From an optimization exercise on the open Yosys and OpenROAD flow, aimed at small area, a short achievable clock period and few clock cycles; shortcuts taken in it are not production practice. Where RTL was checked, it was by simulation tests only, not by an equivalence proof against the original. Function not checked in runs 4 to 7: the RTL went through the layout flow alone. Power is estimated from default activity; no workload was simulated.

==> flow/design.v <==
package msts_pkg;
   localparam int SLOTS       = 16;
   localparam int SLOT_W      = 4;
   localparam int ID_WIDTH    = 8;
   localparam int COUNT_WIDTH = 16;
   localparam logic [1:0] CMD_TICK  = 2'd0;
   localparam logic [1:0] CMD_START = 2'd1;
   localparam logic [1:0] CMD_STOP  = 2'd2;
   localparam logic [1:0] CMD_READ  = 2'd3;
endpackage
module millisecond_timer_slot_table_unit (
   input  logic        clock,
   input  logic        reset,
   input  logic        req_tvalid,
   output logic        req_tready,
   input  logic [7:0]  req_tdata,   
   input  logic [1:0]  req_tuser,   
   output logic        rsp_tvalid,
   input  logic        rsp_tready,
   output logic [39:0] rsp_tdata
);
   localparam int SLOTS = msts_pkg::SLOTS;
   localparam int CW    = msts_pkg::COUNT_WIDTH;
   logic [SLOTS-1:0] used_ff;
   logic [7:0]       owner_ff [SLOTS];
   logic [CW-1:0]    stamp_ff [SLOTS];
   logic [CW-1:0]    tick_cnt_ff;
   logic       s0_v_ff;
   logic [1:0] s0_cmd_ff;
   logic [7:0] s0_id_ff;
   logic          e_v_ff;
   logic          e_success_ff;
   logic [3:0]    e_slot_ff;
   logic          e_show_ff;
   logic          e_running_ff;
   logic [CW-1:0] e_stamp_ff;
   logic          out_v_ff;
   logic          out_success_ff;
   logic [3:0]    out_slot_ff;
   logic [CW-1:0] out_elapsed_ff;
   logic          out_running_ff;
   logic adv, accept, ex;
   assign adv        = !out_v_ff || rsp_tready;
   assign req_tready = !s0_v_ff || adv;
   assign accept     = req_tvalid && req_tready;
   assign ex         = s0_v_ff && adv;
   logic [SLOTS-1:0] eq, free1;
   logic             hit, anyfree, stop_rest;
   logic             is_tick, is_start, is_stop, is_read;
   logic [3:0]       hit_idx, free_idx;
   logic [CW-1:0]    hit_stamp;
   logic [SLOTS-1:0] claim, release_;
   assign is_tick  = (s0_cmd_ff == msts_pkg::CMD_TICK);
   assign is_start = (s0_cmd_ff == msts_pkg::CMD_START);
   assign is_stop  = (s0_cmd_ff == msts_pkg::CMD_STOP);
   assign is_read  = (s0_cmd_ff == msts_pkg::CMD_READ);
   always_comb begin
      logic seen_free;
      seen_free = 1'b0;
      hit_idx   = '0;
      free_idx  = '0;
      hit_stamp = '0;
      stop_rest = 1'b0;
      for (int i = 0; i < SLOTS; i++) begin
         eq[i]     = used_ff[i] && (owner_ff[i] == s0_id_ff);
         free1[i]  = !used_ff[i] && !seen_free;
         seen_free = seen_free || !used_ff[i];
         if (eq[i]) begin
            hit_idx   = hit_idx | 4'(i);
            hit_stamp = hit_stamp | stamp_ff[i];
         end
         if (free1[i]) begin
            free_idx = free_idx | 4'(i);
         end
         stop_rest = stop_rest || (used_ff[i] && !eq[i]);
      end
      hit     = |eq;
      anyfree = seen_free;
      claim   = (ex && is_start && !hit) ? free1 : '0;
      release_ = (ex && is_stop) ? eq : '0;
   end
   always_ff @(posedge clock) begin
      if (reset) begin
         used_ff     <= '0;
         tick_cnt_ff <= '0;
      end else begin
         used_ff <= (used_ff | claim) & ~release_;
         if (ex && is_tick) begin
            tick_cnt_ff <= tick_cnt_ff + 1'b1;
         end
      end
   end
   always_ff @(posedge clock) begin
      for (int i = 0; i < SLOTS; i++) begin
         if (claim[i]) begin
            owner_ff[i] <= s0_id_ff;
            stamp_ff[i] <= tick_cnt_ff;
         end
      end
   end
   always_ff @(posedge clock) begin
      if (reset) begin
         s0_v_ff  <= 1'b0;
         e_v_ff   <= 1'b0;
         out_v_ff <= 1'b0;
      end else begin
         if (req_tready) begin
            s0_v_ff <= req_tvalid;
         end
         if (adv) begin
            e_v_ff   <= s0_v_ff;
            out_v_ff <= e_v_ff;
         end
      end
   end
   always_ff @(posedge clock) begin
      if (req_tready) begin
         s0_cmd_ff <= req_tuser;
         s0_id_ff  <= req_tdata;
      end
   end
   always_ff @(posedge clock) begin
      if (adv) begin
         e_show_ff  <= hit && (is_start || is_read);
         e_stamp_ff <= hit_stamp;
         e_success_ff <= is_tick || hit || (is_start && anyfree);
         e_running_ff <= is_start || (is_stop ? stop_rest : (|used_ff));
         if (hit && (is_start || is_read)) begin
            e_slot_ff <= hit_idx;
         end else if (is_start && anyfree) begin
            e_slot_ff <= free_idx;
         end else begin
            e_slot_ff <= '0;
         end
      end
   end
   always_ff @(posedge clock) begin
      if (adv) begin
         out_success_ff <= e_success_ff;
         out_slot_ff    <= e_slot_ff;
         out_running_ff <= e_running_ff;
         out_elapsed_ff <= e_show_ff ? (tick_cnt_ff - e_stamp_ff) : '0;
      end
   end
   assign rsp_tvalid = out_v_ff;
   assign rsp_tdata  = {2'b00, out_running_ff, 16'd0, out_elapsed_ff, out_slot_ff, out_success_ff};
endmodule
==> flow/run.sh <==
#!/bin/bash
# synth_recipe.tcl (not shown) runs the flow's synth.tcl, then flattens the netlist and writes it again
# the make line also repeats each setting of config.mk as NAME=value (left out here)
make -C /OpenROAD-flow-scripts/flow DESIGN_CONFIG=/design/flow/config.mk WORK_HOME=/design/flow/orfs CLKGATE_MAP_FILE= SYNTH_SCRIPT=/design/flow/synth_recipe.tcl finish
==> flow/config.mk <==
export PLATFORM = sky130hd
export DESIGN_NAME = millisecond_timer_slot_table_unit
export DESIGN_NICKNAME = millisecond_timer_slot_table_unit
export VERILOG_FILES = /design/flow/design.v
export SDC_FILE = /design/flow/constraint.sdc
export NUM_CORES = 4
export LEC_CHECK = 0
export CAP_MARGIN = 20
export CORE_MARGIN = 2
export CORE_UTILIZATION = 40
export SLEW_MARGIN = 20
==> flow/constraint.sdc <==
create_clock -name core_clock -period 4.5 [get_ports {clock}]
set_input_delay 0.9000 -clock core_clock [delete_from_list [all_inputs] [get_ports {clock}]]
set_output_delay 0.9000 -clock core_clock [all_outputs]
set_load 0.01 [all_outputs]
==> results of run 1 <==
[final cells by class]
class | count | share of cell area, %
Timing Repair Buffer | 109 | 4.63
Tap cell | 615 | 3.48
Inverter | 32 | 0.543
Sequential cell | 474 | 62.8
Clock buffer | 59 | 5.61
Clock inverter | 26 | 1.03
Multi-Input combinational cell | 667 | 21.9
[registers in the layout, indices dropped and copies added (netlist names)]
signal and flops:
out_success_ff 1, s0_id_ff 8, owner_ff 128, out_slot_ff 4, s0_cmd_ff 2, e_v_ff 1, out_elapsed_ff 16, e_show_ff 1
e_success_ff 1, out_running_ff 1, e_stamp_ff 16, s0_v_ff 1, tick_cnt_ff 16, e_running_ff 1, used_ff 16, stamp_ff 256
e_slot_ff 4, out_v_ff 1
[Yosys cell counts, drive strengths merged, types with 3 or more instances]
library cell  count  share of area, %
a211oi            3              0.12
a21oi            22              0.57
a221oi           34               1.6
a22o             30               1.4
a22oi            69               2.7
a31oi             5              0.16
a41oi             3              0.14
and2              3             0.098
and3             31               1.0
and4              7              0.32
buf              49               2.1
clkbuf           29              0.57
dfxtp            35               3.7
edfxtp          439                69
ha               16               1.0
inv              32              0.63
nand2            29              0.57
nand2b            4              0.13
nand3            16              0.42
nand4            40               1.4
nor2             52               1.0
nor2b             5              0.16
nor3             24              0.63
nor3b             3              0.12
nor4             28              0.99
o21a              5              0.20
o21ai            24              0.63
o22ai             4              0.13
o311ai            3              0.14
o31ai             3              0.12
or3               4              0.13
or4              10              0.45
xnor2            56               2.6
xor2             95               4.3
[power by group]
group	switching, mW	total, mW	internal (mW)	leakage (nW)
logic	0.155	0.254	0.0991	2.09
clock network	1.64	3.78	2.14	0.723
registers	0.0139	4.81	4.79	4.78
[critical path, delay by kind of cell (launching register included)]
family                 cells  cell delay [ns]
flip-flops                 1             0.64
buffers and inverters      3             0.78
AND/OR/NAND/NOR            6             2.11
XOR/XNOR                   1             0.16
[routing by layer]
layer | wire [microns] | vias to the layer above
met4 | 1010 | 2
met1 | 21300 | 5615
met3 | 4450 | 78
li1 | - | 4988
met2 | 21700 | 508
met5 | 127 | -
[stage by stage]
step	hold WS (ns)	setup WS [ns]	total power, mW	std cells	area (sq um)
after floorplan	0.400	-0.293	5.08	1251	19300
after global placement	0.406	0.640	5.15	1897	20600
after detailed placement	0.412	0.555	5.16	1897	20600
after CTS	0.426	0.529	8.90	1982	22100
after global routing	0.429	0.289	9.08	1982	22100
final	0.427	0.509	8.84	1982	22100
[kinds of logic (layout without fill, tap and decap cells)]
kind of cell / count (synthesis) / in the layout / share of synthesized area [%]
AND/OR/NAND/NOR: 259 / 259 / 7.58
buffers and inverters: 110 / 226 / 3.25
multiplexers: 1 / 1 / 0.0522
XOR/XNOR: 151 / 151 / 6.89
AO/OA/AOI/OAI: 221 / 221 / 8.68
other: 1 / 18 / 0.0195
adder cells (fa/ha/maj): 17 / 17 / 1.15
flip-flops: 474 / 474 / 72.4
[worst paths after layout]
kind / end / cells past startpoint / slack (ns) / startpoint
setup / recovery: stamp_ff[11][12]$_DFFE_PP_ / 10 / 0.51 / s0_id_ff[0]$_DFFE_PP_
hold / removal: out_success_ff$_DFFE_PN_ / 0 / 0.43 / e_success_ff$_DFFE_PN_
setup reg to reg: stamp_ff[11][12]$_DFFE_PP_ / 10 / 0.51 / s0_id_ff[0]$_DFFE_PP_
hold reg to reg: out_success_ff$_DFFE_PN_ / 0 / 0.43 / e_success_ff$_DFFE_PN_
==> flow_metrics.env, run 1 <==
export IMPL_grt_pass1_vias=10998
export IMPL_cts_buffers=46
export IMPL_grt_usage_pct=19.5
export IMPL_post_cts_setup_buffers=0
export IMPL_crit_chain="buf_4 -> xor2_1 -> nor4_1 -> and3_1 -> or4_4 -> nor4_4 -> nand3_1 -> buf_4 -> nor3b_4 -> buf_12"
export IMPL_initial_core_util_pct=40.3
export IMPL_clk_path_buf_depth=3
export IMPL_ys_seq_area_share_pct=72.4
export IMPL_grt_overflow=0
export IMPL_slew_violations=0
export IMPL_synth_enable_flop_cells=439
export IMPL_rsz0062_at_grt="no"
export IMPL_critPathMaxFanout=16
export IMPL_drv_cap=0
export IMPL_synth_top_flop_cell="edfxtp_1"
export IMPL_grt_met1_usage_pct=28.4
export IMPL_remaining_drc_errors=0
export IMPL_critPathLaunchType="register"
export IMPL_critPathMaxStageDelay_ns=0.64
export IMPL_tns_ns=0
export IMPL_status="no timing/DRC/antenna violations"
export IMPL_io_buffers=37
export IMPL_die_h_microns=223
export IMPL_final_common_cell="edfxtp_1"
export IMPL_final_hold_viol_count=0
export IMPL_period_needed_ns=3.99
export IMPL_clock_root_buffer="clkbuf_16"
export IMPL_postLayoutCoreUtil_pct=46.5
export IMPL_tritoncts="built"
export IMPL_grt_met2_usage_pct=29.6
export IMPL_layout_cells_most_common_list="edfxtp_1 (439), xor2_1 (95), a22oi_1 (69)"
export IMPL_wl_mm=48.6
export IMPL_synthCells=1234
export IMPL_setup_viol=0
export IMPL_drive_gt1_share_pct=12.6
export IMPL_fp_coreArea_sq_um=47500
export IMPL_powerDensity_nw_per_um2=400
export IMPL_cts_hold_buf=0
export IMPL_drtIter0Drc=1269
export IMPL_grt_pass1_wl_mm=72.2
export IMPL_ys_ff_latch=474
export IMPL_top_usage_layer="met2"
export IMPL_die_area_sq_um=49700
export IMPL_crit_arrival_ns=4.26
export IMPL_dieWidth_microns=223
export IMPL_clock_latency_ns=0.58
export IMPL_cts_sinks=474
export IMPL_synth_distinct_cells=61
export IMPL_fillers=4027
export IMPL_ant_nets=0
export IMPL_cpMaxStageDelayCell="edfxtp_1"
export IMPL_final_nets=1361
export IMPL_path_class="reg -> reg"
export IMPL_ys_warn_count=3
export IMPL_power_leakage_nw=7.59
export IMPL_relSlewSlack_pct=42.1
export IMPL_place_gp_congestion=0.901
export IMPL_avgSynthCellArea_sq_um=15.5
export IMPL_drtPass1Iterations=5
export IMPL_multi_input_area_sq_um=4850
export IMPL_antenna_found_initial=1
export IMPL_post_dp_hpwl_mm=30.4
export IMPL_route_vias_total=11191
export IMPL_netlist_area_sq_um=19200
export IMPL_cpMostUsedCell="buf_4"
export IMPL_grt_start_max_net_pins=47
export IMPL_regArea_sq_um=13900
export IMPL_skew_ns=0.0197
export IMPL_pin_count=56
export IMPL_htree_num_levels=2
export IMPL_finalCritPeriodShare_pct=88.7
export IMPL_tightestPinTransition_ns=0.867
export IMPL_cts_clk_slew_worst_paths_ns=0.06
export IMPL_gr_usage_met3_pct=4.02
export IMPL_max_vdd_ir_drop_uv=250
export IMPL_viasPerCell=5.65
export IMPL_max_freq_mhz=251
export IMPL_post_drt_wl_per_cell_microns=24.5
export IMPL_hold_path_class="reg -> reg"
export IMPL_area_growth_pct=15.3
export IMPL_required_ns=4.77
export IMPL_cp_end_kind="register"
export IMPL_ys_async_sr_fraction_pct=0
export IMPL_ctsResizeCount=0
export IMPL_rows=80
export IMPL_antenna_cells=0
Testbench counts, summed over its fixed seeds: cycles 4,824.
==> run 2, diff against run 1 <==
--- a/flow/config.mk
+++ b/flow/config.mk
@@ -5,7 +5,9 @@
 export SDC_FILE = /design/flow/constraint.sdc
 export NUM_CORES = 4
 export LEC_CHECK = 0
+export ABC_CLOCK_PERIOD_IN_PS = 2700
 export CAP_MARGIN = 20
 export CORE_MARGIN = 2
 export CORE_UTILIZATION = 40
+export SETUP_SLACK_MARGIN = 1.8
 export SLEW_MARGIN = 20
==> flow_metrics.env, run 2 <==
export IMPL_status="no timing/DRC/antenna violations"
export IMPL_critPathLaunchType="register"
export IMPL_ys_async_sr_fraction_pct=0
export IMPL_slew_violations=0
export IMPL_drv_cap=0
export IMPL_wl_mm=55.3
export IMPL_netlist_area_sq_um=19200
export IMPL_pin_count=56
export IMPL_synthSimpleGateAreaFrac_pct=7.58
export IMPL_post_dp_hpwl_mm=29.6
export IMPL_power_leakage_nw=8.35
export IMPL_powerDensity_nw_per_um2=374
export IMPL_max_vdd_ir_drop_uv=298
export IMPL_yosysTopAreaCellShare_pct=68.7
export IMPL_clk_path_buf_depth=3
export IMPL_grt_usage_pct=21.4
export IMPL_final_nets=1441
export IMPL_yosysTopAreaCell="edfxtp_1"
export IMPL_reg_top3="stamp_ff (256), owner_ff (128)"
export IMPL_setup_viol=0
export IMPL_critPathMaxFanout=8
export IMPL_postLayoutCoreUtil_pct=51.0
export IMPL_dieWidth_microns=223
export IMPL_cp_end_kind="register"
export IMPL_synth_enable_flop_cells=439
export IMPL_synth_distinct_cells=61
export IMPL_grt_pass1_vias=11398
export IMPL_area_growth_pct=26.3
export IMPL_finalCritPeriodShare_pct=73.2
export IMPL_tritoncts="built"
export IMPL_cp_top_family="simple AND/OR/NAND/NOR gates"
export IMPL_synthCells=1234
export IMPL_finish_instance_area_sq_um=24200
export IMPL_crit_arrival_ns=3.59
export IMPL_synth_compound_area_share_pct=8.68
export IMPL_cts_sinks=474
export IMPL_period_needed_ns=3.29
export IMPL_grt_overflow=0
export IMPL_post_drt_wl_per_cell_microns=26.8
export IMPL_p_total_mw=9.07
export IMPL_htree_num_levels=2
export IMPL_io_buffers=37
export IMPL_final_common_cell="edfxtp_1"
export IMPL_ys_ff_latch=474
export IMPL_synth_adder_area_share_pct=1.15
export IMPL_die_h_microns=223
export IMPL_place_gp_congestion=0.879
export IMPL_ys_warn_count=3
export IMPL_ys_seq_area_share_pct=72.4
export IMPL_tightestPinTransition_ns=0.847
export IMPL_path_class="reg -> reg"
export IMPL_antenna_cells=0
export IMPL_drtPass1Iterations=5
export IMPL_crit_chain="buf_6 -> buf_12 -> buf_12 -> xor2_4 -> nor4_4 -> and3_4 -> or4_4 -> nor4_4 -> nand3_4 -> buf_12 -> nor3b_4 -> buf_6 -> clkbuf_16"
export IMPL_antenna_found_initial=0
export IMPL_relSlewSlack_pct=43.5
export IMPL_required_ns=4.80
export IMPL_path_depth=13
export IMPL_cpMaxStageDelayCell="or4_4"
export IMPL_die_area_sq_um=49700
export IMPL_dpl_instance_area_sq_um=20800
export IMPL_synth_most_common_cell="edfxtp_1"
export IMPL_synth_xor_area_share_pct=6.89
export IMPL_drive_gt1_share_pct=22.5
export IMPL_final_hold_viol_count=0
export IMPL_remaining_drc_errors=0
export IMPL_netlist_top_cells_area="edfxtp_1 (69%), xor2_1 (4.3%), dfxtp_1 (3.7%), a22oi_1 (2.7%), xnor2_1 (2.6%)"
export IMPL_synth_top_family_by_area="compound AO/OA/AOI/OAI gates"
export IMPL_critPathMaxStageDelay_ns=0.44
export IMPL_hold_path_class="reg -> reg"
export IMPL_cts_clk_slew_worst_paths_ns=0.06
export IMPL_crit_buf_inv=6
export IMPL_route_vias_total=11961
export IMPL_grt_pass1_wl_mm=77.5
export IMPL_layout_cells_most_common_list="edfxtp_1 (439), xor2_1 (81), a22oi_1 (69)"
export IMPL_cpMostUsedCell="buf_12"
export IMPL_regMostFlops="stamp_ff"
export IMPL_cts_buffers=50
export IMPL_largest_register_ff_count=256
export IMPL_grt_start_max_net_pins=47
export IMPL_drtIter0Drc=1344
export IMPL_avgSynthCellArea_sq_um=15.5
export IMPL_synth_top_flop_cell="edfxtp_1"
export IMPL_initial_core_util_pct=40.3
export IMPL_max_freq_mhz=304
export IMPL_hold_path_depth=0
export IMPL_synthMuxAreaShare_pct=0.0522
export IMPL_cts_hold_buf=0
export IMPL_skew_ns=0.0280
export IMPL_clock_root_buffer="clkbuf_16"
export IMPL_rows=80
export IMPL_ant_nets=0
export IMPL_rsz0062_at_grt="yes"
export IMPL_r2r_start="s0_id_ff[6]$_DFFE_PP_"
export IMPL_viasPerCell=5.80
export IMPL_cp_startpoint="s0_id_ff[6]$_DFFE_PP_"
export IMPL_clock_latency_ns=0.60
export IMPL_hp_start="e_slot_ff[1]$_DFFE_PN_"
export IMPL_synth_common_cells="edfxtp_1 (439), xor2_1 (95), a22oi_1 (69)"
export IMPL_ff2ff_path_depth=13
export IMPL_fp_coreArea_sq_um=47500
export IMPL_tns_ns=0
==> run 2: cell families after synthesis <==
family                   Yosys count
flip-flops                       474
XOR/XNOR                         151
AND/OR/NAND/NOR                  259
other                              1
multiplexers                       1
adder cells (fa/ha/maj)           17
buffers and inverters            110
AO/OA/AOI/OAI                    221
==> run 2: path summary, 6_finish.rpt <==
kind | end | slack [ns]
max | owner_ff[11][4]$_DFFE_PP_ | 1.21
min reg2reg | out_slot_ff[1]$_DFFE_PN_ | 0.42
max reg2reg | owner_ff[11][4]$_DFFE_PP_ | 1.21
min | out_slot_ff[1]$_DFFE_PN_ | 0.42
==> run 2: repair_timing <==
item / CTS / global route
pin swaps: 23 / 27
resized for setup: 95 / 83
setup buffers: 42 / 23
cloned: 12 / 11
endpoints found under the setup margin: 420 / 428
==> run 2: layer usage <==
metal	vias up	routed length (microns)	GRT usage, %
li1	5158	-	-
met5	-	0	0
met1	6067	22700	29.7
met3	119	4970	3.99
met2	617	25600	33.5
met4	0	1960	8.14
==> run 2: stage by stage <==
stage                     cells  setup WS (ns)  hold WS [ns]
after floorplan            1251          0.714         0.400
after global placement     1885          0.719         0.407
after detailed placement   1885          0.594         0.415
after CTS                  2028           1.23         0.425
after global routing       2062           1.08         0.438
final                      2062           1.21         0.420
==> run 2: power breakdown <==
| part | switching (mW) | total [mW] | internal [mW] |
|---|---|---|---|
| registers | 0.0157 | 4.81 | 4.80 |
| clock network | 1.67 | 3.93 | 2.27 |
| logic | 0.185 | 0.328 | 0.142 |
==> run 2: area by class of cell <==
class                   instances  area [sq um]
well taps                     615           769
fillers                      3827         23300
clock inverters                23           211
multi-input cells             667          5420
clock buffers                  66          1340
flip-flops and latches        474         13900
repair buffers                185          2470
inverters                      32           124
==> run 3, diff against run 2 <==
--- a/flow/config.mk
+++ b/flow/config.mk
@@ -5,9 +5,9 @@
 export SDC_FILE = /design/flow/constraint.sdc
 export NUM_CORES = 4
 export LEC_CHECK = 0
-export ABC_CLOCK_PERIOD_IN_PS = 2700
+export ABC_CLOCK_PERIOD_IN_PS = 2200
 export CAP_MARGIN = 20
 export CORE_MARGIN = 2
-export CORE_UTILIZATION = 40
-export SETUP_SLACK_MARGIN = 1.8
+export CORE_UTILIZATION = 60
+export SETUP_SLACK_MARGIN = 2.3
 export SLEW_MARGIN = 20
==> flow_metrics.env, run 3 <==
export IMPL_required_ns=4.77
export IMPL_rows=65
export IMPL_synth_common_cells="edfxtp_1 (439), xor2_1 (95), a22oi_1 (69)"
export IMPL_layout_cells_most_common_list="edfxtp_1 (439), buf_4 (84), xor2_1 (74)"
export IMPL_synth_xor_area_share_pct=6.89
export IMPL_ys_seq_area_share_pct=72.4
export IMPL_critPathLaunchType="register"
export IMPL_synth_compound_area_share_pct=8.68
export IMPL_synth_top_family_by_area="compound AO/OA/AOI/OAI gates"
export IMPL_grt_usage_pct=32.3
export IMPL_finalCritPeriodShare_pct=76.2
export IMPL_cp_end_kind="register"
export IMPL_route_vias_total=12400
export IMPL_skew_ns=0.0171
export IMPL_synth_adder_area_share_pct=1.15
export IMPL_final_common_cell="edfxtp_1"
export IMPL_tightestPinTransition_ns=0.916
export IMPL_tns_ns=0
export IMPL_clk_path_buf_depth=3
export IMPL_grt_overflow=0
export IMPL_relSlewSlack_pct=38.8
export IMPL_regMostFlops="stamp_ff"
export IMPL_hold_path_class="reg -> reg"
export IMPL_status="no timing/DRC/antenna violations"
export IMPL_yosysTopAreaCell="edfxtp_1"
export IMPL_die_area_sq_um=33400
export IMPL_ant_nets=0
export IMPL_grt_start_max_net_pins=47
export IMPL_wl_mm=55.0
export IMPL_max_freq_mhz=292
export IMPL_rsz0062_at_grt="yes"
export IMPL_r2r_start="s0_id_ff[0]$_DFFE_PP_"
export IMPL_synth_most_common_cell="edfxtp_1"
export IMPL_critPathMaxStageDelay_ns=0.52
export IMPL_fp_coreArea_sq_um=31600
export IMPL_crit_buf_inv=7
export IMPL_ys_async_sr_fraction_pct=0
export IMPL_drv_cap=0
export IMPL_slew_violations=0
export IMPL_initial_core_util_pct=60.8
export IMPL_cts_hold_buf=0
export IMPL_cp_top_family="simple AND/OR/NAND/NOR gates"
export IMPL_period_needed_ns=3.43
export IMPL_cts_buffers=47
export IMPL_post_dp_hpwl_mm=28.8
export IMPL_setup_viol=0
export IMPL_htree_num_levels=2
export IMPL_tritoncts="built"
export IMPL_remaining_drc_errors=0
export IMPL_clock_root_buffer="clkbuf_16"
export IMPL_dp_cells=1669
export IMPL_largest_register_ff_count=256
export IMPL_ys_warn_count=3
export IMPL_drive_gt1_share_pct=29.7
export IMPL_cpMaxStageDelayCell="or4_4"
export IMPL_synthCells=1234
export IMPL_ys_ff_latch=474
export IMPL_final_cells=1904
export IMPL_viasPerCell=6.51
export IMPL_synth_enable_flop_cells=439
export IMPL_reg_top3="stamp_ff (256), owner_ff (128)"
export IMPL_drtPass1Iterations=6
export IMPL_netlist_top_cells_area="edfxtp_1 (69%), xor2_1 (4.3%), dfxtp_1 (3.7%), a22oi_1 (2.7%), xnor2_1 (2.6%)"
export IMPL_powerDensity_nw_per_um2=361
export IMPL_avgSynthCellArea_sq_um=15.5
export IMPL_pin_count=56
export IMPL_antenna_found_initial=4
export IMPL_crit_arrival_ns=3.70
export IMPL_top_usage_layer="met2"
export IMPL_cp_startpoint="s0_id_ff[0]$_DFFE_PP_"
export IMPL_final_hold_viol_count=0
export IMPL_final_nets=1493
export IMPL_yosysTopAreaCellShare_pct=68.7
export IMPL_hp_start="e_slot_ff[0]$_DFFE_PN_"
export IMPL_grt_pass1_vias=11528
export IMPL_io_buffers=37
export IMPL_critPathMaxFanout=8
export IMPL_die_h_microns=183
export IMPL_synth_top_flop_cell="edfxtp_1"
export IMPL_cts_sinks=474
export IMPL_grt_met1_usage_pct=47.0
export IMPL_synthSimpleGateAreaFrac_pct=7.58
export IMPL_dieWidth_microns=183
export IMPL_place_gp_congestion=0.979
export IMPL_path_class="reg -> reg"
export IMPL_synth_distinct_cells=61
export IMPL_synthMuxAreaShare_pct=0.0522
export IMPL_gr_usage_met3_pct=8.40
export IMPL_clock_latency_ns=0.57
export IMPL_max_vdd_ir_drop_uv=423
export IMPL_netlist_area_sq_um=19200
export IMPL_crit_chain="buf_12 -> buf_6 -> xnor2_2 -> nand4_1 -> nor3_4 -> or4_4 -> nor4_4 -> buf_6 -> nand4_1 -> buf_6 -> buf_6 -> nor3_4 -> buf_6 -> buf_12"
export IMPL_cts_clk_slew_worst_paths_ns=0.06
export IMPL_grt_pass1_wl_mm=77.2
export IMPL_grt_met2_usage_pct=48.6
export IMPL_post_drt_wl_per_cell_microns=28.9
export IMPL_cpMostUsedCell="buf_6"
export IMPL_area_growth_pct=30.4
export IMPL_power_leakage_nw=8.97
export IMPL_drtIter0Drc=1597
==> run 3: repair_timing <==
action,4_1_cts,5_1_grt
setup buffers,76,49
endpoints found under the hold margin,0,0
setup endpoints to repair,468,439
resized for setup,207,105
cloned,15,6
pin swaps,33,43
==> run 3: worst paths after layout <==
path | depth (start not counted) | end | slack (ns)
max | 14 | stamp_ff[10][11]$_DFFE_PP_ | 1.07
min | 0 | out_slot_ff[0]$_DFFE_PN_ | 0.42
max reg2reg | 14 | stamp_ff[10][11]$_DFFE_PP_ | 1.07
min reg2reg | 0 | out_slot_ff[0]$_DFFE_PN_ | 0.42
==> run 3: final cells by class <==
cell class                      instances  area, sq um
Inverter                               32          124
Fill cell                            1735         6540
Tap cell                              402          503
Clock buffer                           60         1250
Clock inverter                         27          259
Sequential cell                       474        13900
Multi-Input combinational cell        669         5920
Antenna cell                            2         5.00
Timing Repair Buffer                  238         3040
==> run 3: metal layers <==
metal	vias up	wire, microns
li1	5258	-
met1	6207	21700
met2	808	25000
met3	123	6650
met4	4	1650
met5	-	23
==> run 3: cells by family after synthesis <==
family                   after synthesis
flip-flops                           474
AND/OR/NAND/NOR                      259
AO/OA/AOI/OAI                        221
XOR/XNOR                             151
buffers and inverters                110
adder cells (fa/ha/maj)               17
other                                  1
multiplexers                           1
==> run 3: through the flow <==
step | cell area, sq um | hold WS (ns) | util [%] | worst slack [ns] | total power, mW
after global routing | 25000 | 0.426 | 79.3 | 0.982 | 9.26
after detailed placement | 20500 | 0.405 | 64.9 | 0.565 | 5.16
after floorplan | 19700 | 0.400 | - | 0.715 | 5.10
final | 25000 | 0.418 | 79.3 | 1.07 | 9.04
after global placement | 20500 | 0.402 | 64.9 | 0.612 | 5.16
after CTS | 23900 | 0.419 | 75.6 | 1.21 | 9.01
==> run 3: power by group <==
part / total, mW / switching [mW] / internal, mW
sequential: 4.81 / 0.0191 / 4.79
clock: 3.86 / 1.69 / 2.17
combinational: 0.367 / 0.205 / 0.163
total: 9.04 / 1.91 / 7.13
==> run 3: worst reg2reg max path, stage by stage, from the launching register on <==
cell      delay (ns)
edfxtp_1        0.48
buf_12          0.20
buf_6           0.12
xnor2_2         0.11
nand4_1         0.24
nor3_4          0.08
or4_4           0.52
nor4_4          0.36
buf_6           0.17
nand4_1         0.12
buf_6           0.18
buf_6           0.12
nor3_4          0.15
buf_6           0.15
buf_12          0.14
==> run 4, diff against run 3 <==
--- a/flow/design.v
+++ b/flow/design.v
@@ -25,9 +25,10 @@
    logic [7:0]       owner_ff [SLOTS];
    logic [CW-1:0]    stamp_ff [SLOTS];
    logic [CW-1:0]    tick_cnt_ff;
-   logic       s0_v_ff;
-   logic [1:0] s0_cmd_ff;
-   logic [7:0] s0_id_ff;
+   logic             s0_v_ff;
+   logic [1:0]       s0_cmd_ff;
+   logic [7:0]       s0_id_ff;
+   logic [SLOTS-1:0] s0_eq_ff;
    logic          e_v_ff;
    logic          e_success_ff;
    logic [3:0]    e_slot_ff;
@@ -39,17 +40,15 @@
    logic [3:0]    out_slot_ff;
    logic [CW-1:0] out_elapsed_ff;
    logic          out_running_ff;
-   logic adv, accept, ex;
+   logic adv, ex;
    assign adv        = !out_v_ff || rsp_tready;
    assign req_tready = !s0_v_ff || adv;
-   assign accept     = req_tvalid && req_tready;
    assign ex         = s0_v_ff && adv;
-   logic [SLOTS-1:0] eq, free1;
+   logic [SLOTS-1:0] free1, claim, release_;
    logic             hit, anyfree, stop_rest;
    logic             is_tick, is_start, is_stop, is_read;
    logic [3:0]       hit_idx, free_idx;
    logic [CW-1:0]    hit_stamp;
-   logic [SLOTS-1:0] claim, release_;
    assign is_tick  = (s0_cmd_ff == msts_pkg::CMD_TICK);
    assign is_start = (s0_cmd_ff == msts_pkg::CMD_START);
    assign is_stop  = (s0_cmd_ff == msts_pkg::CMD_STOP);
@@ -62,22 +61,30 @@
       hit_stamp = '0;
       stop_rest = 1'b0;
       for (int i = 0; i < SLOTS; i++) begin
-         eq[i]     = used_ff[i] && (owner_ff[i] == s0_id_ff);
          free1[i]  = !used_ff[i] && !seen_free;
          seen_free = seen_free || !used_ff[i];
-         if (eq[i]) begin
+         if (s0_eq_ff[i]) begin
             hit_idx   = hit_idx | 4'(i);
             hit_stamp = hit_stamp | stamp_ff[i];
          end
          if (free1[i]) begin
             free_idx = free_idx | 4'(i);
          end
-         stop_rest = stop_rest || (used_ff[i] && !eq[i]);
+         stop_rest = stop_rest || (used_ff[i] && !s0_eq_ff[i]);
       end
-      hit     = |eq;
-      anyfree = seen_free;
-      claim   = (ex && is_start && !hit) ? free1 : '0;
-      release_ = (ex && is_stop) ? eq : '0;
+      hit      = |s0_eq_ff;
+      anyfree  = seen_free;
+      claim    = (ex && is_start && !hit) ? free1 : '0;
+      release_ = (ex && is_stop) ? s0_eq_ff : '0;
+   end
+   logic [SLOTS-1:0] in_eq;
+   logic             same_id;
+   assign same_id = (req_tdata == s0_id_ff);
+   always_comb begin
+      for (int i = 0; i < SLOTS; i++) begin
+         in_eq[i] = (used_ff[i] && (owner_ff[i] == req_tdata) && !release_[i]) ||
+                    (claim[i] && same_id);
+      end
    end
    always_ff @(posedge clock) begin
       if (reset) begin
@@ -92,7 +99,7 @@
    end
    always_ff @(posedge clock) begin
       for (int i = 0; i < SLOTS; i++) begin
-         if (claim[i]) begin
+         if (free1[i]) begin
             owner_ff[i] <= s0_id_ff;
             stamp_ff[i] <= tick_cnt_ff;
          end
@@ -117,12 +124,13 @@
       if (req_tready) begin
          s0_cmd_ff <= req_tuser;
          s0_id_ff  <= req_tdata;
+         s0_eq_ff  <= in_eq;
       end
    end
    always_ff @(posedge clock) begin
       if (adv) begin
-         e_show_ff  <= hit && (is_start || is_read);
-         e_stamp_ff <= hit_stamp;
+         e_show_ff    <= hit && (is_start || is_read);
+         e_stamp_ff   <= hit_stamp;
          e_success_ff <= is_tick || hit || (is_start && anyfree);
          e_running_ff <= is_start || (is_stop ? stop_rest : (|used_ff));
          if (hit && (is_start || is_read)) begin
--- a/flow/config.mk
+++ b/flow/config.mk
@@ -5,9 +5,9 @@
 export SDC_FILE = /design/flow/constraint.sdc
 export NUM_CORES = 4
 export LEC_CHECK = 0
-export ABC_CLOCK_PERIOD_IN_PS = 2200
+export ABC_CLOCK_PERIOD_IN_PS = 2500
 export CAP_MARGIN = 20
 export CORE_MARGIN = 2
-export CORE_UTILIZATION = 60
-export SETUP_SLACK_MARGIN = 2.3
+export CORE_UTILIZATION = 40
+export SETUP_SLACK_MARGIN = 2.0
 export SLEW_MARGIN = 20
==> flow_metrics.env, run 4 <==
export IMPL_final_hold_viol_count=0
export IMPL_rows=81
export IMPL_synthCells=1273
export IMPL_crit_arrival_ns=1.56
export IMPL_holdWs_ns=0.422
export IMPL_wl_mm=52.9
export IMPL_grt_pass1_vias=11638
export IMPL_post_dp_hpwl_mm=29.8
export IMPL_slew_violations=0
export IMPL_clock_power_share_pct=42.2
export IMPL_regMostFlops="stamp_ff"
export IMPL_ys_ff_latch=490
export IMPL_synth_enable_flop_cells=455
export IMPL_layout_cells_most_common_list="edfxtp_1 (455), xor2_1 (99), a221oi_1 (67)"
export IMPL_grt_pass1_wl_mm=78.2
export IMPL_cp_top_family="buffers and inverters"
export IMPL_max_vdd_ir_drop_uv=263
export IMPL_path_class="in -> out"
export IMPL_cts_buffers=49
export IMPL_yosysTopAreaCellShare_pct=68.8
export IMPL_drtPass1Iterations=5
export IMPL_ys_seq_area_share_pct=72.3
export IMPL_status="no timing/DRC/antenna violations"
export IMPL_fp_coreArea_sq_um=49000
export IMPL_setup_viol=0
export IMPL_viasPerCell=5.71
export IMPL_period_needed_ns=2.46
export IMPL_die_h_microns=227
export IMPL_crit_chain="clkdlybuf4s15_1 -> nor2b_4 -> nand2_4 -> buf_6"
export IMPL_netlist_top_cells_area="edfxtp_1 (69%), xor2_1 (4.4%), dfxtp_1 (3.5%), a221oi_1 (3.0%), a22o_1 (2.8%)"
export IMPL_synth_top_flop_cell="edfxtp_1"
export IMPL_fillers=4138
export IMPL_die_area_sq_um=51400
export IMPL_cts_sinks=490
export IMPL_finalCritPeriodShare_pct=54.6
export IMPL_relSlewSlack_pct=23.4
export IMPL_synth_distinct_cells=64
export IMPL_p_seq_share_pct=53.2
export IMPL_crit_buf_inv=2
export IMPL_place_gp_congestion=0.857
export IMPL_cts_clk_slew_worst_paths_ns=0.06
export IMPL_critPathLaunchType="input pin"
export IMPL_skew_ns=0.0234
export IMPL_tritoncts="built"
export IMPL_clock_latency_ns=0.57
export IMPL_critPathMaxStageDelay_ns=0.20
export IMPL_synth_most_common_cell="edfxtp_1"
export IMPL_ant_nets=0
export IMPL_io_buffers=37
export IMPL_drv_cap=0
export IMPL_rsz0062_at_grt="no"
export IMPL_avgSynthCellArea_sq_um=15.6
export IMPL_antenna_cells=0
export IMPL_final_nets=1385
export IMPL_drive_gt1_share_pct=14.5
export IMPL_finish_instance_area_sq_um=23100
export IMPL_largest_register_ff_count=256
export IMPL_initial_core_util_pct=40.6
export IMPL_drtIter0Drc=1400
export IMPL_pin_count=56
export IMPL_remaining_drc_errors=0
export IMPL_ys_async_sr_fraction_pct=0
export IMPL_tns_ns=0
export IMPL_ys_warn_count=3
export IMPL_critPathMaxFanout=2
export IMPL_max_freq_mhz=407
export IMPL_required_ns=3.60
export IMPL_area_growth_pct=16.2
export IMPL_p_int_mw=7.48
export IMPL_dieWidth_microns=227
export IMPL_cts_hold_buf=0
export IMPL_post_drt_wl_per_cell_microns=25.7
export IMPL_clk_path_buf_depth=3
export IMPL_power_leakage_nw=7.43
export IMPL_synth_common_cells="edfxtp_1 (455), xor2_1 (99), a221oi_1 (67)"
export IMPL_route_vias_total=11747
export IMPL_cpMaxStageDelayCell="clkdlybuf4s15_1"
export IMPL_netlist_area_sq_um=19900
export IMPL_switchingPower_mw=1.99
export IMPL_tightestPinTransition_ns=1.15
export IMPL_yosysTopAreaCell="edfxtp_1"
export IMPL_grt_usage_pct=20.9
export IMPL_cp_end_kind="output pin"
export IMPL_clock_root_buffer="clkbuf_16"
export IMPL_antenna_found_initial=0
export IMPL_dpl_instance_area_sq_um=21200
export IMPL_final_common_cell="edfxtp_1"
export IMPL_hold_path_class="reg -> reg"
export IMPL_p_comb_share_pct=4.6
export IMPL_htree_num_levels=2
export IMPL_swShare_pct=21.0
export IMPL_grt_start_max_net_pins=46
export IMPL_reg_top3="stamp_ff (256), owner_ff (128)"
export IMPL_grt_overflow=0
export IMPL_powerDensity_nw_per_um2=411
## run 4: cell type report
cell class,instances,area [sq um],share of cell area [%]
clock inverters,25,225,0.976
multi-input cells,672,5170,22.4
clock buffers,66,1330,5.77
flip-flops and latches,490,14400,62.3
well taps,664,831,3.60
repair buffers,103,982,4.26
inverters,38,146,0.634
## run 4: timing repair
item                                   4_1_cts  5_1_grt
endpoints found under the hold margin        0        0
gates resized for setup                     37       27
buffers inserted                             9        5
setup endpoints to repair                  183      135
gates cloned                                 2        1
pin swaps                                    5        9
## run 4: path summary, 6_finish.rpt
check                                             from  cells past startpoint                         end  slack (ns)
worst max register to register   used_ff[3]$_SDFF_PP0_                      5  stamp_ff[15][11]$_DFFE_PP_        2.05
worst min-delay path            e_success_ff$_DFFE_PN_                      0    out_success_ff$_DFFE_PN_        0.42
worst max-delay path                        rsp_tready                      4                  req_tready        2.04
worst min register to register  e_success_ff$_DFFE_PN_                      0    out_success_ff$_DFFE_PN_        0.42
## run 4: power groups by stage
stage | Combinational (mW) | Sequential, mW | Clock (mW)
6_report | 0.439 | 5.04 | 4.00
5_1_grt | 0.478 | 5.05 | 4.20
4_1_cts | 0.423 | 5.04 | 4.04
3_5_place_dp | 0.417 | 5.14 | 0
3_3_place_gp | 0.414 | 5.14 | 0
2_1_floorplan | 0.273 | 5.13 | 0
## run 4: metrics by stage
stage	power, mW	util, %	setup slack, ns	std cells
after floorplan	5.41	-	1.71	1290
after global placement	5.55	43.2	1.11	1949
after detailed placement	5.56	43.3	1.05	1950
after CTS	9.51	46.8	1.98	2052
after global routing	9.73	47.2	1.97	2058
final	9.48	47.2	2.04	2058
## run 4: logic make-up (layout without fill, tap and decap cells)
logic type | after synthesis | after routing | synth area share, %
AO/OA/AOI/OAI | 247 | 247 | 9.69
XOR/XNOR | 160 | 160 | 7.06
adder cells (fa/ha/maj) | 17 | 17 | 1.11
buffers and inverters | 130 | 232 | 3.05
flip-flops | 490 | 490 | 72.3
multiplexers | 3 | 3 | 0.158
other | 1 | 18 | 0.0189
AND/OR/NAND/NOR | 225 | 227 | 6.58
## run 4: layer usage
metal,vias to the layer above,track usage (%),wire [microns]
met2,572,32.7,24400
li1,5114,-,-
met1,5954,29.9,22500
met4,0,6.37,1400
met5,-,0,0
met3,107,3.68,4580
## run 4: worst reg2reg max path, stage by stage (launching register included)
cell and delay, ns:
dfxtp_2 0.48, and4_4 0.32, nand4_4 0.23, or2_4 0.43
buf_4 0.19, nor2_4 0.45
==> run 5, diff against run 4 <==
--- a/flow/config.mk
+++ b/flow/config.mk
@@ -5,9 +5,9 @@
 export SDC_FILE = /design/flow/constraint.sdc
 export NUM_CORES = 4
 export LEC_CHECK = 0
-export ABC_CLOCK_PERIOD_IN_PS = 2500
+export ABC_CLOCK_PERIOD_IN_PS = 2100
 export CAP_MARGIN = 20
 export CORE_MARGIN = 2
-export CORE_UTILIZATION = 40
-export SETUP_SLACK_MARGIN = 2.0
+export CORE_UTILIZATION = 60
+export SETUP_SLACK_MARGIN = 2.4
 export SLEW_MARGIN = 20
==> flow_metrics.env, run 5 <==
export IMPL_path_class="in -> out"
export IMPL_dp_cells=1723
export IMPL_drive_gt1_share_pct=25.1
export IMPL_post_drt_wl_per_cell_microns=28.8
export IMPL_holdWs_ns=0.418
export IMPL_yosysTopAreaCell="edfxtp_1"
export IMPL_relSlewSlack_pct=25.4
export IMPL_netlist_area_sq_um=19900
export IMPL_postLayoutCoreUtil_pct=74.2
export IMPL_hold_path_class="reg -> reg"
export IMPL_ant_nets=0
export IMPL_clock_root_buffer="clkbuf_16"
export IMPL_ys_async_sr_fraction_pct=0
export IMPL_grt_start_max_net_pins=46
export IMPL_powerDensity_nw_per_um2=396
export IMPL_cts_buffers=49
export IMPL_reg_top3="stamp_ff (256), owner_ff (128)"
export IMPL_final_cells=1923
export IMPL_critPathMaxStageDelay_ns=0.16
export IMPL_largest_register_ff_count=256
export IMPL_crit_chain="buf_6 -> nor2b_4 -> nand2_4 -> buf_6"
export IMPL_r2r_start="e_stamp_ff[1]$_DFFE_PN_"
export IMPL_synthSimpleGateAreaFrac_pct=6.58
export IMPL_antenna_found_initial=0
export IMPL_regMostFlops="stamp_ff"
export IMPL_clk_path_buf_depth=3
export IMPL_initial_core_util_pct=61.0
export IMPL_yosysTopAreaCellShare_pct=68.8
export IMPL_layout_cells_most_common_list="edfxtp_1 (455), buf_4 (99), xor2_1 (98)"
export IMPL_synth_top_flop_cell="edfxtp_1"
export IMPL_post_dp_hpwl_mm=29.1
export IMPL_max_freq_mhz=428
export IMPL_required_ns=3.60
export IMPL_tightestPinTransition_ns=1.12
export IMPL_setup_ws_ns=2.17
export IMPL_remaining_drc_errors=0
export IMPL_area_growth_pct=21.6
export IMPL_synth_most_common_cell="edfxtp_1"
export IMPL_cts_sinks=490
export IMPL_ff2ff_path_depth=8
export IMPL_grt_pass1_vias=11825
export IMPL_fp_coreArea_sq_um=32500
export IMPL_netlist_top_cells_area="edfxtp_1 (69%), xor2_1 (4.4%), dfxtp_1 (3.5%), a221oi_1 (3.0%), a22o_1 (2.8%)"
export IMPL_synth_compound_area_share_pct=9.69
export IMPL_p_total_mw=9.56
export IMPL_final_hold_viol_count=0
export IMPL_ys_seq_area_share_pct=72.3
export IMPL_pin_count=56
export IMPL_synth_xor_area_share_pct=7.06
export IMPL_synth_top_family_by_area="compound AO/OA/AOI/OAI gates"
export IMPL_multi_input_area_sq_um=5510
export IMPL_cp_end_kind="output pin"
export IMPL_die_area_sq_um=34600
export IMPL_dpl_instance_area_sq_um=20900
export IMPL_status="no timing/DRC/antenna violations"
export IMPL_antenna_cells=0
export IMPL_synthCells=1273
export IMPL_period_needed_ns=2.33
export IMPL_setup_viol=0
export IMPL_die_h_microns=186
export IMPL_place_gp_congestion=0.836
export IMPL_hold_path_end="out_running_ff$_DFFE_PN_"
export IMPL_synth_adder_area_share_pct=1.11
export IMPL_cpMostUsedCell="buf_6"
export IMPL_max_vdd_ir_drop_uv=288
export IMPL_ys_ff_latch=490
export IMPL_cpMaxStageDelayCell="buf_6"
export IMPL_synth_enable_flop_cells=455
export IMPL_drtIter0Drc=1587
export IMPL_hp_start="e_running_ff$_DFFE_PN_"
export IMPL_synth_common_cells="edfxtp_1 (455), xor2_1 (99), a221oi_1 (67)"
export IMPL_fillers=2051
export IMPL_grt_overflow=0
export IMPL_wl_mm=55.4
export IMPL_rr_endpoint="out_elapsed_ff[14]$_SDFFCE_PN0N_"
export IMPL_viasPerCell=6.44
export IMPL_rsz0062_at_grt="yes"
export IMPL_clock_latency_ns=0.57
export IMPL_tns_ns=0
export IMPL_grt_usage_pct=32.4
export IMPL_grt_pass1_wl_mm=79.2
export IMPL_hold_path_depth=0
export IMPL_critPathLaunchType="input pin"
export IMPL_crit_arrival_ns=1.43
export IMPL_ys_warn_count=3
export IMPL_dieWidth_microns=186
export IMPL_power_leakage_nw=8.13
export IMPL_finalCritPeriodShare_pct=51.9
export IMPL_htree_num_levels=2
export IMPL_io_buffers=37
export IMPL_regArea_sq_um=14400
export IMPL_cts_clk_slew_worst_paths_ns=0.06
export IMPL_avgSynthCellArea_sq_um=15.6
export IMPL_synth_distinct_cells=64
export IMPL_skew_ns=0.0208
export IMPL_final_nets=1472
export IMPL_route_vias_total=12387
export IMPL_rows=66
export IMPL_final_common_cell="edfxtp_1"
export IMPL_slew_violations=0
export IMPL_drv_cap=0
export IMPL_r2r_setup_slack_ns=2.29
export IMPL_critPathMaxFanout=2
export IMPL_tritoncts="built"
export IMPL_pre_cts_ws_ns=1.09
export IMPL_finish_instance_area_sq_um=24200
export IMPL_synthMuxAreaShare_pct=0.158
export IMPL_drtPass1Iterations=7
[run 5: cell counts after synthesis]
Identical to the previous run, type by type.
[run 5: area by class of cell]
| cell class | count | area share, % |
|---|---|---|
| Clock buffer | 69 | 5.81 |
| Clock inverter | 22 | 0.767 |
| Inverter | 38 | 0.606 |
| Multi-Input combinational cell | 674 | 22.8 |
| Sequential cell | 490 | 59.8 |
| Tap cell | 442 | 2.29 |
| Timing Repair Buffer | 188 | 7.96 |
[run 5: how the worst max path moves through the flow]
stage	from	endpoint	slack [ns]	cells after the start
floorplan	rsp_tready	s0_eq_ff[1]$_DFFE_PP_	1.79	7
global placement	rsp_tready	req_tready	1.16	4
detailed placement	req_tdata[6]	s0_eq_ff[13]$_DFFE_PP_	1.09	6
CTS	rsp_tready	req_tready	2.17	4
global route	rsp_tready	req_tready	2.15	4
finish	rsp_tready	req_tready	2.17	4
[run 5: layer usage]
metal	share of wire (%)	GRT usage [%]	vias up	routed length [microns]
met4	3.2	10.5	0	1750
met3	10	7.69	137	5810
met5	0	0	-	0
met2	47	50.4	721	25900
met1	40	45.7	6234	21900
li1	-	-	5295	-
[run 5: cells by family (layout without fill, tap and decap cells)]
| kind of cell | count (synthesis) | count (layout) |
|---|---|---|
| AOI/OAI and AO/OA | 247 | 247 |
| xor gates and xnor gates | 160 | 160 |
| other | 1 | 18 |
| adders and majority gates | 17 | 17 |
| buffers and inverters | 130 | 317 |
| and+or+nand+nor | 225 | 229 |
| DFF | 490 | 490 |
| muxes | 3 | 3 |
[run 5: critical path, delay by kind of cell]
family        cells  cell delay (ns)
simple gates      2             0.27
buf+inv           2             0.25
[run 5: power by group]
part | switching, mW | total [mW] | internal, mW
registers | 0.0305 | 5.02 | 4.99
logic | 0.315 | 0.575 | 0.261
clock network | 1.67 | 3.97 | 2.29
[run 5: what timing repair did]
item	4_1_cts	5_1_grt
buffers inserted	78	22
cloned	6	3
gates resized for setup	164	87
pin swaps	34	28
hold buffers	0	0
setup endpoints to repair	354	141
==> run 6, diff against run 5 <==
--- a/flow/design.v
+++ b/flow/design.v
@@ -99,7 +99,7 @@
    end
    always_ff @(posedge clock) begin
       for (int i = 0; i < SLOTS; i++) begin
-         if (free1[i]) begin
+         if (!used_ff[i]) begin
             owner_ff[i] <= s0_id_ff;
             stamp_ff[i] <= tick_cnt_ff;
          end
--- a/flow/config.mk
+++ b/flow/config.mk
@@ -5,9 +5,9 @@
 export SDC_FILE = /design/flow/constraint.sdc
 export NUM_CORES = 4
 export LEC_CHECK = 0
-export ABC_CLOCK_PERIOD_IN_PS = 2100
+export ABC_CLOCK_PERIOD_IN_PS = 2200
 export CAP_MARGIN = 20
 export CORE_MARGIN = 2
-export CORE_UTILIZATION = 60
-export SETUP_SLACK_MARGIN = 2.4
+export CORE_UTILIZATION = 40
+export SETUP_SLACK_MARGIN = 2.3
 export SLEW_MARGIN = 20
==> flow_metrics.env, run 6 <==
export IMPL_grt_start_max_net_pins=46
export IMPL_tritoncts="built"
export IMPL_ys_warn_count=3
export IMPL_max_vdd_ir_drop_uv=250
export IMPL_post_dp_hpwl_mm=30.1
export IMPL_place_gp_congestion=0.852
export IMPL_layout_cells_most_common_list="edfxtp_1 (455), xor2_1 (106), buf_4 (89)"
export IMPL_clock_latency_ns=0.62
export IMPL_fp_coreArea_sq_um=48800
export IMPL_netlist_area_sq_um=19800
export IMPL_finalCritPeriodShare_pct=53.4
export IMPL_dieWidth_microns=226
export IMPL_synth_most_common_cell="edfxtp_1"
export IMPL_slew_violations=0
export IMPL_remaining_drc_errors=0
export IMPL_pin_count=56
export IMPL_power_leakage_nw=8.93
export IMPL_ys_seq_area_share_pct=72.6
export IMPL_critPathMaxFanout=2
export IMPL_die_area_sq_um=51200
export IMPL_synth_top_flop_cell="edfxtp_1"
export IMPL_final_nets=1407
export IMPL_required_ns=3.60
export IMPL_synth_xor_area_share_pct=6.86
export IMPL_regArea_sq_um=14400
export IMPL_final_hold_viol_count=0
export IMPL_drv_cap=0
export IMPL_route_vias_total=12005
export IMPL_grt_usage_pct=21.2
export IMPL_largest_register_ff_count=256
export IMPL_crit_chain="buf_6 -> nor2b_4 -> nand2_4 -> buf_6"
export IMPL_max_freq_mhz=416
export IMPL_status="no timing/DRC/antenna violations"
export IMPL_crit_buf_inv=2
export IMPL_reg_top3="stamp_ff (256), owner_ff (128)"
export IMPL_grt_pass1_wl_mm=77.7
export IMPL_netlist_top_cells_area="edfxtp_1 (69%), xor2_1 (4.7%), dfxtp_1 (3.5%), a221oi_1 (2.9%), a22o_1 (2.8%)"
export IMPL_yosysTopAreaCellShare_pct=69.1
export IMPL_fillers=4201
export IMPL_cts_clk_slew_worst_paths_ns=0.06
export IMPL_synth_common_cells="edfxtp_1 (455), xor2_1 (106), a221oi_1 (66)"
export IMPL_clock_root_buffer="clkbuf_16"
export IMPL_rows=81
export IMPL_synthCells=1258
export IMPL_post_drt_wl_per_cell_microns=26.3
export IMPL_final_common_cell="edfxtp_1"
export IMPL_cpMostUsedCell="buf_6"
export IMPL_synthMuxAreaShare_pct=0.101
export IMPL_synthSimpleGateAreaFrac_pct=6.15
export IMPL_drtPass1Iterations=5
export IMPL_powerDensity_nw_per_um2=404
export IMPL_regMostFlops="stamp_ff"
export IMPL_cts_hold_buf=0
export IMPL_ys_async_sr_fraction_pct=0
export IMPL_rsz0062_at_grt="yes"
export IMPL_antenna_cells=0
export IMPL_multi_input_area_sq_um=5380
export IMPL_cts_buffers=50
export IMPL_tightestPinTransition_ns=1.06
export IMPL_period_needed_ns=2.40
export IMPL_ys_ff_latch=490
export IMPL_viasPerCell=5.77
export IMPL_hold_path_class="reg -> reg"
export IMPL_synth_compound_area_share_pct=10.1
export IMPL_yosysTopAreaCell="edfxtp_1"
export IMPL_path_class="in -> out"
export IMPL_wl_mm=54.8
export IMPL_synth_distinct_cells=61
export IMPL_die_h_microns=226
export IMPL_avgSynthCellArea_sq_um=15.7
export IMPL_cp_top_family="simple AND/OR/NAND/NOR gates"
export IMPL_setup_viol=0
export IMPL_synth_adder_area_share_pct=1.11
export IMPL_grt_overflow=0
export IMPL_htree_num_levels=2
export IMPL_relSlewSlack_pct=29.5
export IMPL_io_buffers=37
export IMPL_dpl_instance_area_sq_um=21100
export IMPL_initial_core_util_pct=40.5
export IMPL_drtIter0Drc=1432
export IMPL_synth_top_family_by_area="compound AO/OA/AOI/OAI gates"
export IMPL_synth_enable_flop_cells=455
export IMPL_cpMaxStageDelayCell="nor2b_4"
export IMPL_grt_pass1_vias=11535
export IMPL_skew_ns=0.0365
export IMPL_clk_path_buf_depth=3
export IMPL_critPathLaunchType="input pin"
export IMPL_crit_arrival_ns=1.50
export IMPL_tns_ns=0
export IMPL_cts_sinks=490
export IMPL_finish_instance_area_sq_um=23600
export IMPL_p_total_mw=9.55
export IMPL_antenna_found_initial=1
export IMPL_ant_nets=0
export IMPL_area_growth_pct=19.4
export IMPL_critPathMaxStageDelay_ns=0.20
export IMPL_drive_gt1_share_pct=19.8
export IMPL_cp_end_kind="output pin"
run 6: changes by cell type after synthesis, moves of 3 or more:
cell	previous run	this run
a2111oi_0	4	11
nor2_1	47	38
xor2_1	99	106
and2_1	4	0
inv_1	38	41
o21ai_1	2	6
xnor2_1	61	49
nand2_1	29	24
nand4_1	38	41
o211ai_1	1	4
nor4_1	32	29
o31ai_2	7	4
nor2b_1	6	3
run 6: cell type report:
| cell class | instances | area share, % |
|---|---|---|
| flip-flops and latches | 490 | 61.0 |
| multi-input cells | 656 | 22.8 |
| clock buffers | 64 | 5.60 |
| repair buffers | 137 | 5.19 |
| well taps | 664 | 3.52 |
| clock inverters | 30 | 1.16 |
| inverters | 41 | 0.715 |
run 6: worst paths after layout:
kind,startpoint,endpoint,slack (ns),cells after the start
setup reg to reg,s0_eq_ff[9]$_DFFE_PP_,used_ff[13]$_SDFF_PP0_,2.33,9
setup / recovery,rsp_tready,req_tready,2.10,4
hold / removal,e_slot_ff[0]$_DFFE_PN_,out_slot_ff[0]$_DFFE_PN_,0.41,0
hold reg to reg,e_slot_ff[0]$_DFFE_PN_,out_slot_ff[0]$_DFFE_PN_,0.41,0
run 6: worst reg2reg max path, cell delays in order, from the launching register on:
cell      delay [ns]
edfxtp_1        0.44
buf_12          0.16
nor4_4          0.29
buf_4           0.17
nand4_4         0.09
nor3_4          0.18
buf_12          0.16
buf_4           0.16
nand3_1         0.10
a221oi_1        0.31
run 6: repair_timing:
action / CTS / global route
buffers inserted: 30 / 20
gates cloned: 2 / 1
pin swaps: 15 / 24
gates resized for setup: 124 / 63
setup endpoints to repair: 71 / 54
run 6: stage by stage:
step / hold slack (ns) / setup slack [ns] / utilization, % / instances
2_1_floorplan: 0.400 / 1.62 / - / 1275
3_3_place_gp: 0.411 / 1.06 / 43.2 / 1935
3_5_place_dp: 0.406 / 1.06 / 43.2 / 1935
4_1_cts: 0.416 / 2.09 / 47.6 / 2061
5_1_grt: 0.425 / 2.10 / 48.4 / 2082
6_report: 0.415 / 2.10 / 48.4 / 2082
run 6: logic make-up after synthesis:
kind of cell / after synthesis
other: 1
XOR/XNOR: 155
flip-flops: 490
AND/OR/NAND/NOR: 204
multiplexers: 2
AO/OA/AOI/OAI: 258
adder cells (fa/ha/maj): 17
buffers and inverters: 131
run 6: per-layer routing:
layer | track usage [%] | wire length [microns]
met3 | 4.08 | 4270
met4 | 7.02 | 1750
met5 | 0 | 13
met2 | 35.0 | 26400
met1 | 28.3 | 22300
run 6: where the power goes:
part | internal [mW] | switching, mW
sequential | 5.03 | 0.0506
combinational | 0.173 | 0.243
clock | 2.28 | 1.77
total | 7.48 | 2.07
==> run 7, diff against run 6 <==
--- a/flow/design.v
+++ b/flow/design.v
@@ -34,15 +34,17 @@
    logic [3:0]    e_slot_ff;
    logic          e_show_ff;
    logic          e_running_ff;
-   logic [CW-1:0] e_stamp_ff;
+   logic [7:0]    e_elapsed_lo_ff;
+   logic          e_borrow_ff;
+   logic [7:0]    e_stamp_hi_ff;
    logic          out_v_ff;
    logic          out_success_ff;
    logic [3:0]    out_slot_ff;
    logic [CW-1:0] out_elapsed_ff;
    logic          out_running_ff;
-   logic adv, ex;
+   logic adv, ex, nfull_ff;
    assign adv        = !out_v_ff || rsp_tready;
-   assign req_tready = !s0_v_ff || adv;
+   assign req_tready = nfull_ff || rsp_tready;
    assign ex         = s0_v_ff && adv;
    logic [SLOTS-1:0] free1, claim, release_;
    logic             hit, anyfree, stop_rest;
@@ -110,6 +112,7 @@
          s0_v_ff  <= 1'b0;
          e_v_ff   <= 1'b0;
          out_v_ff <= 1'b0;
+         nfull_ff <= 1'b1;
       end else begin
          if (req_tready) begin
             s0_v_ff <= req_tvalid;
@@ -118,6 +121,7 @@
             e_v_ff   <= s0_v_ff;
             out_v_ff <= e_v_ff;
          end
+         nfull_ff <= !((req_tready ? req_tvalid : s0_v_ff) && (adv ? e_v_ff : out_v_ff));
       end
    end
    always_ff @(posedge clock) begin
@@ -130,7 +134,8 @@
    always_ff @(posedge clock) begin
       if (adv) begin
          e_show_ff    <= hit && (is_start || is_read);
-         e_stamp_ff   <= hit_stamp;
+         {e_borrow_ff, e_elapsed_lo_ff} <= {1'b0, tick_cnt_ff[7:0]} - {1'b0, hit_stamp[7:0]};
+         e_stamp_hi_ff <= hit_stamp[CW-1:8];
          e_success_ff <= is_tick || hit || (is_start && anyfree);
          e_running_ff <= is_start || (is_stop ? stop_rest : (|used_ff));
          if (hit && (is_start || is_read)) begin
@@ -147,7 +152,9 @@
          out_success_ff <= e_success_ff;
          out_slot_ff    <= e_slot_ff;
          out_running_ff <= e_running_ff;
-         out_elapsed_ff <= e_show_ff ? (tick_cnt_ff - e_stamp_ff) : '0;
+         out_elapsed_ff <= e_show_ff ?
+                           {tick_cnt_ff[CW-1:8] - e_stamp_hi_ff - 8'(e_borrow_ff), e_elapsed_lo_ff} :
+                           '0;
       end
    end
    assign rsp_tvalid = out_v_ff;
--- a/flow/config.mk
+++ b/flow/config.mk
@@ -5,9 +5,9 @@
 export SDC_FILE = /design/flow/constraint.sdc
 export NUM_CORES = 4
 export LEC_CHECK = 0
-export ABC_CLOCK_PERIOD_IN_PS = 2200
+export ABC_CLOCK_PERIOD_IN_PS = 2100
 export CAP_MARGIN = 20
 export CORE_MARGIN = 2
 export CORE_UTILIZATION = 40
-export SETUP_SLACK_MARGIN = 2.3
+export SETUP_SLACK_MARGIN = 2.4
 export SLEW_MARGIN = 20
==> flow_metrics.env, run 7 <==
export IMPL_yosysTopAreaCell="edfxtp_1"
export IMPL_clock_latency_ns=0.61
export IMPL_finish_instance_area_sq_um=24500
export IMPL_max_vdd_ir_drop_uv=346
export IMPL_path_class="reg -> reg"
export IMPL_crit_arrival_ns=3.16
export IMPL_grt_pass1_wl_mm=80.8
export IMPL_setup_viol=0
export IMPL_cp_startpoint="s0_eq_ff[10]$_DFFE_PN_"
export IMPL_viasPerCell=5.66
export IMPL_io_buffers=37
export IMPL_post_drt_wl_per_cell_microns=25.9
export IMPL_cts_hold_buf=0
export IMPL_avgSynthCellArea_sq_um=15.7
export IMPL_synth_common_cells="edfxtp_1 (456), xor2_1 (99), xnor2_1 (61)"
export IMPL_required_ns=4.83
export IMPL_netlist_top_cells_area="edfxtp_1 (69%), xor2_1 (4.4%), dfxtp_1 (3.6%), xnor2_1 (2.7%), a221oi_1 (2.2%)"
export IMPL_synthCells=1263
export IMPL_final_cells=2162
export IMPL_pre_cts_ws_ns=0.828
export IMPL_initial_core_util_pct=40.6
export IMPL_cts_clk_slew_worst_paths_ns=0.06
export IMPL_dpl_instance_area_sq_um=21200
export IMPL_critPathMaxFanout=4
export IMPL_die_area_sq_um=51500
export IMPL_power_leakage_nw=9.50
export IMPL_synth_top_flop_cell="edfxtp_1"
export IMPL_ys_async_sr_fraction_pct=0
export IMPL_tritoncts="built"
export IMPL_pin_count=56
export IMPL_finalCritPeriodShare_pct=63.0
export IMPL_slew_violations=0
export IMPL_ys_warn_count=3
export IMPL_remaining_drc_errors=0
export IMPL_status="no timing/DRC/antenna violations"
export IMPL_largest_register_ff_count=256
export IMPL_layout_cells_most_common_list="edfxtp_1 (456), buf_4 (132), xor2_1 (99)"
export IMPL_max_freq_mhz=353
export IMPL_antenna_found_initial=0
export IMPL_r2r_start="s0_eq_ff[10]$_DFFE_PN_"
export IMPL_cp_end_kind="register"
export IMPL_place_gp_congestion=0.827
export IMPL_ys_ff_latch=492
export IMPL_clk_path_buf_depth=3
export IMPL_final_common_cell="edfxtp_1"
export IMPL_holdWs_ns=0.418
export IMPL_rsz0062_at_grt="yes"
export IMPL_drive_gt1_share_pct=26.9
export IMPL_regMostFlops="stamp_ff"
export IMPL_netlist_area_sq_um=19900
export IMPL_synth_distinct_cells=64
export IMPL_drtPass1Iterations=5
export IMPL_relSlewSlack_pct=41.5
export IMPL_skew_ns=0.0364
export IMPL_clock_root_buffer="clkbuf_16"
export IMPL_grt_overflow=0
export IMPL_synth_most_common_cell="edfxtp_1"
export IMPL_hold_path_class="reg -> reg"
export IMPL_setup_ws_ns=1.67
export IMPL_grt_pass1_vias=12011
export IMPL_hp_start="e_success_ff$_DFFE_PN_"
export IMPL_period_needed_ns=2.83
export IMPL_reg_top3="stamp_ff (256), owner_ff (128)"
export IMPL_wl_mm=55.9
export IMPL_p_total_mw=10.0
export IMPL_post_dp_hpwl_mm=30.7
export IMPL_htree_num_levels=2
export IMPL_dp_cells=1951
export IMPL_rows=81
export IMPL_drtIter0Drc=1381
export IMPL_tns_ns=0
export IMPL_ys_seq_area_share_pct=72.5
export IMPL_yosysTopAreaCellShare_pct=68.9
export IMPL_fp_coreArea_sq_um=49000
export IMPL_grt_usage_pct=21.9
export IMPL_die_h_microns=227
export IMPL_postLayoutCoreUtil_pct=50.1
export IMPL_route_vias_total=12241
export IMPL_final_hold_viol_count=0
export IMPL_grt_start_max_net_pins=30
export IMPL_critPathLaunchType="register"
export IMPL_dieWidth_microns=227
export IMPL_drv_cap=0
export IMPL_cts_sinks=492
export IMPL_area_growth_pct=23.5
export IMPL_cts_buffers=52
export IMPL_synth_enable_flop_cells=456
export IMPL_powerDensity_nw_per_um2=409
export IMPL_tightestPinTransition_ns=0.877
export IMPL_final_nets=1489
export IMPL_ant_nets=0
==> run 7: cell types whose count changed after synthesis, moves of 13 or more <==
cell      delta
clkbuf_1    -13
a21oi_1     -18
a22oi_1     +32
nand2_1     +13
and2_1      +13
a22o_1      -16
a221oi_1    -16
==> run 7: cell type report <==
class	count	area (sq um)
Sequential cell	492	14400
Timing Repair Buffer	205	1780
Timing Repair inverter	1	5.00
Tap cell	664	831
Multi-Input combinational cell	660	5480
Clock inverter	32	373
Clock buffer	66	1450
Inverter	41	180
Antenna cell	1	2.50
Fill cell	4078	24400
==> run 7: worst max-delay path, stage by stage, from the launching register on <==
cell,delay (ns)
edfxtp_1,0.54
buf_6,0.18
buf_6,0.10
a22o_1,0.20
a221oi_2,0.18
nand4_1,0.21
ha_2,0.28
inv_2,0.06
fa_2,0.20
a21o_1,0.16
a21oi_4,0.08
o21ai_2,0.17
buf_4,0.14
o41ai_4,0.05
==> run 7: cell families (layout without fill, tap and decap cells) <==
group	after synthesis	count (layout)	synth area share, %
buf+inv	128	345	3.07
other cells	1	19	0.0189
flops	492	492	72.5
compound gates	225	225	9.00
xor+xnor	160	160	7.05
simple gates	232	232	6.67
mux	3	3	0.151
fa+ha+maj	22	22	1.50
==> run 7: where the power goes <==
part | total, mW | internal (mW) | switching (mW)
clock | 4.49 | 2.69 | 1.80
sequential | 5.13 | 5.07 | 0.0628
combinational | 0.426 | 0.182 | 0.244
==> run 7: worst paths after layout <==
path,endpoint,slack [ns],depth (start not counted)
worst max-delay path,e_borrow_ff$_DFFE_PN_,1.67,13
worst min-delay path,out_success_ff$_DFFE_PN_,0.42,0
worst max register to register,e_borrow_ff$_DFFE_PN_,1.67,13
worst min register to register,out_success_ff$_DFFE_PN_,0.42,0
==> run 7: layer usage <==
metal	global-route usage, %	part of all wire, %	up-vias	wire length [microns]
li1	-	-	5289	-
met1	29.8	41	6216	23000
met2	34.7	47	606	26300
met3	4.44	8.6	130	4800
met4	8.19	3.4	0	1920
met5	0	0	-	0
==> run 7: timing repair <==
action / CTS / global route
setup endpoints to repair: 125 / 78
setup buffers: 84 / 26
pin swaps: 16 / 21
resized for setup: 159 / 76
gates cloned: 2 / 0

[re-timing with driven ports]
The flow's constraints put no driver on any port. The routed layouts listed below were extracted and timed again, unchanged, in two steps. Step 1: set_driving_cell puts a clkbuf_16 on clock and a buf_2 on each other input, an assumption about the parent block. Step 2 also shifts input and output timing later by t, the mid clock arrival at the registers, as if the neighbouring blocks saw the same clock. Slacks: ideal ports / drivers / drivers and shift; pairs: ideal ports / drivers.
run	t, ns	setup WS [ns]	clock arrival spread, ns	worst register clock-pin slew, ns	worst slew at a driven data input, ns
run 1	0.623	0.509 / 0.509 / 0.509	0.019 / 0.019	0.07 / 0.07	0.04
run 2	0.637	1.208 / 1.208 / 1.208	0.028 / 0.028	0.06 / 0.06	0.06
run 3	0.611	1.070 / 1.070 / 1.070	0.017 / 0.017	0.07 / 0.07	0.06
run 4	0.607	2.043 / 2.018 / 1.525	0.025 / 0.025	0.07 / 0.07	0.04
run 5	0.613	2.166 / 2.132 / 1.898	0.021 / 0.021	0.06 / 0.06	0.04
run 6	0.655	2.098 / 2.065 / 1.726	0.037 / 0.037	0.06 / 0.06	0.11
run 7	0.647	1.666 / 1.666 / 1.477	0.037 / 0.037	0.07 / 0.07	0.05
After both steps every run listed still meets setup and hold. For run 4, which loses most, drivers alone change the setup slack by -0.025 ns; drivers and shift together by -0.518 ns.
